What follows belongs to an exercise in optimizing a design on an open flow for small area, a short achievable clock period and few clock cycles per item; a production flow would make more cautious choices. The RTL was checked by simulation tests, not by an equivalence proof against the original design.

<file path="config.mk">
export PLATFORM = sky130hd
export DESIGN_NAME = dehaze_top
export DESIGN_NICKNAME = dehaze_top
export VERILOG_FILES = /design/flow/design.v
export SDC_FILE = /design/flow/constraint.sdc
export NUM_CORES = 4
export LEC_CHECK = 0
export ABC_AREA = 1
export CAP_MARGIN = 20
export CORE_MARGIN = 2
export CORE_UTILIZATION = 40
export SLEW_MARGIN = 20
</file>
<file path="constraint.sdc">
create_clock -name core_clock -period 10.0 [get_ports {clk}]
set_input_delay 2.0000 -clock core_clock [delete_from_list [all_inputs] [get_ports {clk}]]
set_output_delay 2.0000 -clock core_clock [all_outputs]
set_load 0.01 [all_outputs]
</file>
<file path="design.v">
package dehaze_pkg;
    localparam int CH_W  = 8;
    localparam int Q_W   = 16;
    localparam int WIN_N = 9;
    localparam int T_MIN = 6554;
    localparam int RATIO_CLAMP = 65535 - T_MIN;
endpackage
`timescale 1ns/1ns
module mean9 (
    input  logic [11:0] sum,
    output logic [7:0]  mean
);
    logic [17:0] scaled;
    assign scaled = {sum, 6'd0} - {3'd0, sum, 3'd0} + {6'd0, sum};
    assign mean   = scaled[16:9];
endmodule
module omega_scale (
    input  logic [15:0] inv,
    output logic [15:0] s
);
    assign s = inv - {4'd0, inv[15:4]};
endmodule
module dark_select (
    input  logic [7:0]  m_r,
    input  logic [7:0]  m_g,
    input  logic [7:0]  m_b,
    input  logic [15:0] s_r,
    input  logic [15:0] s_g,
    input  logic [15:0] s_b,
    output logic [7:0]  m_sel,
    output logic [15:0] s_sel
);
    logic rg, rb, gb;
    assign rg = m_r <= m_g;
    assign rb = m_r <= m_b;
    assign gb = m_g <= m_b;
    always_comb begin
        if (rg && rb) begin
            m_sel = m_r;
            s_sel = s_r;
        end else if (gb) begin
            m_sel = m_g;
            s_sel = s_g;
        end else begin
            m_sel = m_b;
            s_sel = s_b;
        end
    end
endmodule
module trans_calc (
    input  logic [7:0]  m,
    input  logic [15:0] s,
    output logic [15:0] t
);
    logic [23:0] prod;
    assign prod = m * s;
    assign t = (prod >= 24'(dehaze_pkg::RATIO_CLAMP)) ? 16'(dehaze_pkg::T_MIN) : ~prod[15:0];
endmodule
`timescale 1ns/1ns
module record_fifo #(
    parameter int W = 24
) (
    input  logic         clk,
    input  logic         rst,
    input  logic         in_valid,
    output logic         in_ready,
    input  logic [W-1:0] in_data,
    output logic         out_valid,
    input  logic         out_ready,
    output logic [W-1:0] out_data
);
    logic         skid_valid;
    logic [W-1:0] skid_data;
    logic         pop;
    assign in_ready = !skid_valid;
    assign pop      = out_valid && out_ready;
    always_ff @(posedge clk) begin
        if (rst) begin
            out_valid  <= 1'b0;
            skid_valid <= 1'b0;
        end else begin
            if (pop) begin
                out_valid  <= skid_valid || in_valid;
                skid_valid <= 1'b0;
            end else if (!out_valid) begin
                out_valid  <= in_valid;
            end else if (in_valid && !skid_valid) begin
                skid_valid <= 1'b1;
            end
        end
    end
    always_ff @(posedge clk) begin
        if (pop || !out_valid) begin
            out_data <= skid_valid ? skid_data : in_data;
        end
        if (!skid_valid && out_valid && !pop) begin
            skid_data <= in_data;
        end
    end
endmodule
`timescale 1ns/1ns
module recip_step (
    input  logic [15:0] p_in,
    input  logic [15:0] t,
    output logic [15:0] p_out,
    output logic        q
);
    logic [16:0] p2;
    logic [16:0] diff;
    assign p2    = {p_in, 1'b0};
    assign diff  = p2 - {1'b0, t};
    assign q     = !diff[16];
    assign p_out = q ? diff[15:0] : p2[15:0];
endmodule
module recover_ch (
    input  logic [7:0]  a,
    input  logic [7:0]  d,
    input  logic        below,
    input  logic [11:0] r,
    output logic [7:0]  y
);
    logic [19:0] prod;
    logic [7:0]  mag;
    logic [8:0]  sum;
    logic [8:0]  dif;
    assign prod = d * r;
    assign mag  = (|prod[19:16]) ? 8'hff : prod[15:8];
    assign sum  = {1'b0, a} + {1'b0, mag};
    assign dif  = {1'b0, a} - {1'b0, mag};
    always_comb begin
        if (below) y = dif[8] ? 8'h00 : dif[7:0];
        else       y = sum[8] ? 8'hff : sum[7:0];
    end
endmodule
`timescale 1ns/1ns
module dehaze_top (
    input  logic         clk,
    input  logic         rst,
    input  logic         in_valid,
    output logic         in_ready,
    input  logic [215:0] window,
    input  logic [23:0]  atm,
    input  logic [47:0]  atm_inv,
    output logic         out_valid,
    input  logic         out_ready,
    output logic [23:0]  out_pixel
);
    logic adv;
    logic [35:0] sum_c;
    logic [47:0] sinv_c;
    for (genvar c = 0; c < 3; c++) begin : g_sum
        assign sum_c[12*c +: 12] =
              12'(window[24*0 + 16 - 8*c +: 8]) + 12'(window[24*1 + 16 - 8*c +: 8])
            + 12'(window[24*2 + 16 - 8*c +: 8]) + 12'(window[24*3 + 16 - 8*c +: 8])
            + 12'(window[24*4 + 16 - 8*c +: 8]) + 12'(window[24*5 + 16 - 8*c +: 8])
            + 12'(window[24*6 + 16 - 8*c +: 8]) + 12'(window[24*7 + 16 - 8*c +: 8])
            + 12'(window[24*8 + 16 - 8*c +: 8]);
        omega_scale u_os (.inv(atm_inv[16*c +: 16]), .s(sinv_c[16*c +: 16]));
    end
    logic        v1;
    logic [35:0] s1_sum;
    logic [47:0] s1_sinv;
    logic [23:0] s1_ctr;
    logic [23:0] s1_atm;
    logic [23:0] mean_c;
    logic [7:0]  m_sel;
    logic [15:0] s_sel;
    for (genvar c = 0; c < 3; c++) begin : g_mean
        mean9 u_m (.sum(s1_sum[12*c +: 12]), .mean(mean_c[8*c +: 8]));
    end
    dark_select u_sel (
        .m_r(mean_c[7:0]), .m_g(mean_c[15:8]), .m_b(mean_c[23:16]),
        .s_r(s1_sinv[15:0]), .s_g(s1_sinv[31:16]), .s_b(s1_sinv[47:32]),
        .m_sel(m_sel), .s_sel(s_sel)
    );
    logic        v2;
    logic [7:0]  s2_m;
    logic [15:0] s2_s;
    logic [23:0] s2_ctr;
    logic [23:0] s2_atm;
    logic [15:0] trans;
    trans_calc u_tc (.m(s2_m), .s(s2_s), .t(trans));
    logic        v3;
    logic [15:0] s3_t;
    logic [23:0] s3_ctr;
    logic [23:0] s3_atm;
    logic        v4, v5, v6, v7;
    logic [15:0] s4_t, s5_t, s6_t;
    logic [15:0] s4_p, s5_p, s6_p;
    logic [2:0]  s4_q;
    logic [5:0]  s5_q;
    logic [8:0]  s6_q;
    logic [23:0] s4_ctr, s5_ctr, s6_ctr;
    logic [23:0] s4_atm, s5_atm, s6_atm, s7_atm;
    logic [11:0] s7_r;
    logic [23:0] s7_d;
    logic [2:0]  s7_below;
    logic [63:0] dp_in;
    logic [63:0] dt_in;
    logic [63:0] dp_out;
    logic [11:0] dq_out;
    assign dp_in = {s6_p, s5_p, s4_p, 16'd4096};
    assign dt_in = {s6_t, s5_t, s4_t, s3_t};
    for (genvar g = 0; g < 4; g++) begin : g_div
        logic [15:0] pm0, pm1;
        logic q0, q1, q2;
        recip_step u_a (.p_in(dp_in[16*g +: 16]), .t(dt_in[16*g +: 16]), .p_out(pm0), .q(q0));
        recip_step u_b (.p_in(pm0), .t(dt_in[16*g +: 16]), .p_out(pm1), .q(q1));
        recip_step u_c (.p_in(pm1), .t(dt_in[16*g +: 16]), .p_out(dp_out[16*g +: 16]), .q(q2));
        assign dq_out[3*g +: 3] = {q0, q1, q2};
    end
    logic [23:0] cdist;
    logic [2:0]  below;
    always_comb begin
        for (int c = 0; c < 3; c++) begin
            below[c]          = s6_ctr[8*c +: 8] < s6_atm[8*c +: 8];
            cdist[8*c +: 8]    = below[c] ? s6_atm[8*c +: 8] - s6_ctr[8*c +: 8]
                                         : s6_ctr[8*c +: 8] - s6_atm[8*c +: 8];
        end
    end
    logic [23:0] rec_pix;
    for (genvar c = 0; c < 3; c++) begin : g_rec
        recover_ch u_r (
            .a(s7_atm[8*c +: 8]), .d(s7_d[8*c +: 8]), .below(s7_below[c]),
            .r(s7_r), .y(rec_pix[8*c +: 8])
        );
    end
    record_fifo #(.W(24)) u_out (
        .clk       (clk),
        .rst       (rst),
        .in_valid  (v7 && adv),
        .in_ready  (adv),
        .in_data   (rec_pix),
        .out_valid (out_valid),
        .out_ready (out_ready),
        .out_data  (out_pixel)
    );
    assign in_ready = adv;
    always_ff @(posedge clk) begin
        if (rst) begin
            v1 <= 1'b0;
            v2 <= 1'b0;
            v3 <= 1'b0;
            v4 <= 1'b0;
            v5 <= 1'b0;
            v6 <= 1'b0;
            v7 <= 1'b0;
        end else if (adv) begin
            v1 <= in_valid;
            v2 <= v1;
            v3 <= v2;
            v4 <= v3;
            v5 <= v4;
            v6 <= v5;
            v7 <= v6;
        end
    end
    always_ff @(posedge clk) begin
        if (adv) begin
            s1_sum  <= sum_c;
            s1_sinv <= sinv_c;
            s1_ctr  <= window[24*4 +: 24];
            s1_atm  <= atm;
            s2_m    <= m_sel;
            s2_s    <= s_sel;
            s2_ctr  <= s1_ctr;
            s2_atm  <= s1_atm;
            s3_t    <= trans;
            s3_ctr  <= s2_ctr;
            s3_atm  <= s2_atm;
            s4_t    <= s3_t;
            s4_p    <= dp_out[15:0];
            s4_q    <= dq_out[2:0];
            s4_ctr  <= s3_ctr;
            s4_atm  <= s3_atm;
            s5_t    <= s4_t;
            s5_p    <= dp_out[31:16];
            s5_q    <= {s4_q, dq_out[5:3]};
            s5_ctr  <= s4_ctr;
            s5_atm  <= s4_atm;
            s6_t    <= s5_t;
            s6_p    <= dp_out[47:32];
            s6_q    <= {s5_q, dq_out[8:6]};
            s6_ctr  <= s5_ctr;
            s6_atm  <= s5_atm;
            s7_r     <= {s6_q, dq_out[11:9]};
            s7_d     <= cdist;
            s7_below <= below;
            s7_atm   <= s6_atm;
        end
    end
endmodule
</file>
<file path="run.sh">
#!/bin/bash
# synth_recipe.tcl (not shown) runs the flow's synth.tcl, then flattens the netlist and writes it again
# the make line also repeats each setting of config.mk as NAME=value (left out here)
make -C /OpenROAD-flow-scripts/flow DESIGN_CONFIG=/design/flow/config.mk WORK_HOME=/design/flow/orfs CLKGATE_MAP_FILE= SYNTH_SCRIPT=/design/flow/synth_recipe.tcl finish
</file>
==> summary.txt <==
drt drc 0; Synth Net Count between 7,000 and 8,000; cell area after layout 64,250 µm²; post-synth top area share 33.83%; Mapped Area 56,540 µm²; Crit path arrival time 8.35 ns; slowest stage delay, CP 0.94 ns; CP max-delay cell edfxtp_1; Min-Delay Path Class flop to flop; Most used DFF post-synth edfxtp_1; Slew HR roughly 27%; largest reg by FF count s1_sinv; register area share after synthesis around a third; Worst Skew 0.05956 ns; initial core utilization between 40% and 50%; worst slew pin tran approximately 1.1 ns; Max Freq between 0.1 and 0.15 GHz; Multi-input gate area between 30,000 and 40,000 µm²; EDFF count, synth between 600 and 700; crit-path max FO 24; CTS tree built; Place WS ~2.1 ns; drt pass-1 iters 5; unrepaired setup endpoints after global routing false; Gate Count Post-Synth slightly above 6,000; CTS max path bufs 3; Distinct cells, synth 64; Vias/cell approximately 4.8; XOR/XNOR Fraction of Synth Area about 5%; final worst slack about 2.1 ns; kind of critical path flop to flop; fillers about 13,000; Mean Syn Cell Area around 9 µm²; final hold vios 0; crit end category flop; vias in the first global route 41,650; clock transition at the registers of the reported paths 0.06 ns; Adder-Cell Fraction of Synth Area 29.04%; Die Footprint 144,400 µm²; H-tree levels 3; async set-reset flop share out of synthesis 0%; Syn. warnings 4; Buffers on Ports 317; Finished Layout Cells 8,422; total grt overflow 0; largest net degree at the start of global routing 200; final wirelength roughly 130 mm; first-pass GRT wire length ~210 mm; Final min period around 8 ns; Inserted Clock Buffers 76; DRT antenna net count 0; CP Launch Type flop; synth top area cells edfxtp_1 (34%), fa_1 (16%), ha_1 (13%); register bit total from synthesis roughly 650; Clock Root Buffer clkbuf_16; data required time of the worst path 10.46 ns; Post-Route Setup TNS 0 ns; Yosys top cell by area edfxtp_1; layout cells sized above 1 2.781%; Sequential Area between 15,000 and 20,000 µm²; Worst-Skew Late Latency approximately 0.7 ns; Largest regs s1_sinv x48, s1_sum x36; Area growth syn-to-layout 13.63%; post_cts resized 0; Final Max Tran Viols 0; Die X-Extent between 300 and 400 µm; Post-DP HPWL approximately 110 mm; mux cell area share after synthesis 0.1593%; clock net sink count 646; via count ~41,000; core area roughly 140,000 µm²; routability cong. 0.8864; gr usage total a little under a fifth; Site Rows 137; final worst-path cycle share 78.96%; First DRT Iteration DRCs approximately 2,300; max_cap viols 0; routed len/inst 15.34 µm; # IOs approximately 320; initial antenna violation count 6; largest family of logic cells by synthesized area adder cells; Largest register FFs 48; run status complete, no violations; Placed Area ~60,000 µm²; nets around 7,800; Post-Synth Simple-Gate Area between 10% and 20%; final setup violation count 0; Synth Area in Compound Gates under 10%; die height 380.0 µm; placed cell count roughly 8,300; Post-CTS Setup Inserts 0; # hold bufs at CTS 0; CP most frequent cell nand2_1
[final timing paths]
check,startpoint,end,slack [ns],cells after the start
setup reg to reg,s7_r[2]$_DFFE_PN_,u_out.out_data[10]$_DFFE_PP_,2.10,33
hold / removal,s6_q[8]$_DFFE_PN_,s7_r[11]$_DFFE_PN_,0.38,0
hold reg to reg,s6_q[8]$_DFFE_PN_,s7_r[11]$_DFFE_PN_,0.38,0
setup / recovery,s7_r[2]$_DFFE_PN_,u_out.out_data[10]$_DFFE_PP_,2.10,33
[stage by stage]
step / util, % / hold slack, ns
floorplan: - / 0.4003
global placement: 44.14 / 0.4005
detailed placement: 44.14 / 0.4045
CTS: 45.93 / 0.3801
global route: 45.93 / 0.3941
finish: 45.93 / 0.3831
[final cells by class]
type / count / area share [%]
clock inverter: 49 / 0.8744
inverter: 1264 / 7.396
clock buffer: 87 / 3.024
tap: 1876 / 3.653
multi-input combinational: 4161 / 49.78
timing repair buffer: 337 / 5.211
antenna: 2 / 0.007790
sequential: 646 / 30.05
[synth_stat cells (103+ instances only)]
library cell / instances
nand2_1: 1416
inv_1: 1253
edfxtp_1: 637
ha_1: 578
fa_1: 459
a21oi_1: 384
nor2_1: 240
o21ai_0: 212
xor2_1: 211
nand3_1: 152
xnor2_1: 111
clkbuf_1: 103
[layout by cell type (no fill, tap or decap), types with 12 or more instances in the layout]
master / netlist / final
o221ai_1: 12 / 12
clkinv_1: 2 / 19
buf_4: 8 / 18
inv_1: 1253 / 1253
o21bai_1: 36 / 36
o21ai_1: 57 / 57
clkbuf_16: 0 / 76
nand3b_1: 17 / 17
clkdlybuf4s50_1: 0 / 317
xnor2_1: 111 / 111
fa_1: 459 / 459
nand2_1: 1416 / 1416
o21ai_0: 212 / 212
nor3_1: 35 / 35
a31oi_1: 44 / 44
a21o_1: 19 / 19
nand4_1: 33 / 33
nor2_1: 240 / 239
a21oi_1: 384 / 384
ha_1: 578 / 578
a211oi_1: 25 / 25
nand3_1: 152 / 152
edfxtp_1: 637 / 637
a21boi_0: 13 / 13
xor2_1: 211 / 211
[worst max-delay path: cells and delay by family, from the launching register on]
kind | cells | cell delay (ns)
xor gates and xnor gates | 1 | 0.15
AOI/OAI and AO/OA | 6 | 1.25
and+or+nand+nor | 16 | 2.11
buffers and inverters | 3 | 0.21
adders and majority gates | 7 | 2.98
DFF | 1 | 0.94
[logic make-up (layout without fill, tap and decap cells)]
group	count (synthesis)	in the layout
flops	646	646
fa+ha+maj	1037	1037
mux	9	9
simple gates	1937	1937
compound gates	853	853
buf+inv	1388	1737
xor+xnor	324	324
other cells	1	3
[per-layer routing]
layer	track usage (%)	wire length, µm	share of wire, %
met1	23.82	57940	45
met2	31.10	62270	48
met3	2.220	5952	4.6
met4	5.453	3068	2.4
met5	0	0	0
Testbench counts, summed over its fixed seeds: cycles 2,464, items 2,400.

==> afterwards: timing with drivers on the ports <==
No port has a modelled driver above. Below, the same layout with a new extraction and two added sets of constraints. Step 1 (the two cells are an assumption about what drives the block):
set clk [get_ports {clk}]
set_driving_cell -lib_cell sky130_fd_sc_hd__clkbuf_16 $clk
set_driving_cell -lib_cell sky130_fd_sc_hd__buf_2 [delete_from_list [all_inputs] $clk]
Step 2 also shifts input and output timing later by t, the mid clock arrival at the registers, as if the neighbouring blocks saw the same clock. Three values: ideal ports, drivers, drivers and shift; two values: the first two.
t, ns: 0.740
setup slack, ns: 2.104 / 2.104 / 2.104
hold slack, ns: 0.383 / 0.383 / 0.383
worst register clock-pin slew, ns: 0.07 / 0.07
cell pins on the clock port's net: 1
After both steps setup and hold are still met in this run. For this run, drivers alone change the setup slack by 0.000 ns; drivers and shift together by 0.000 ns.
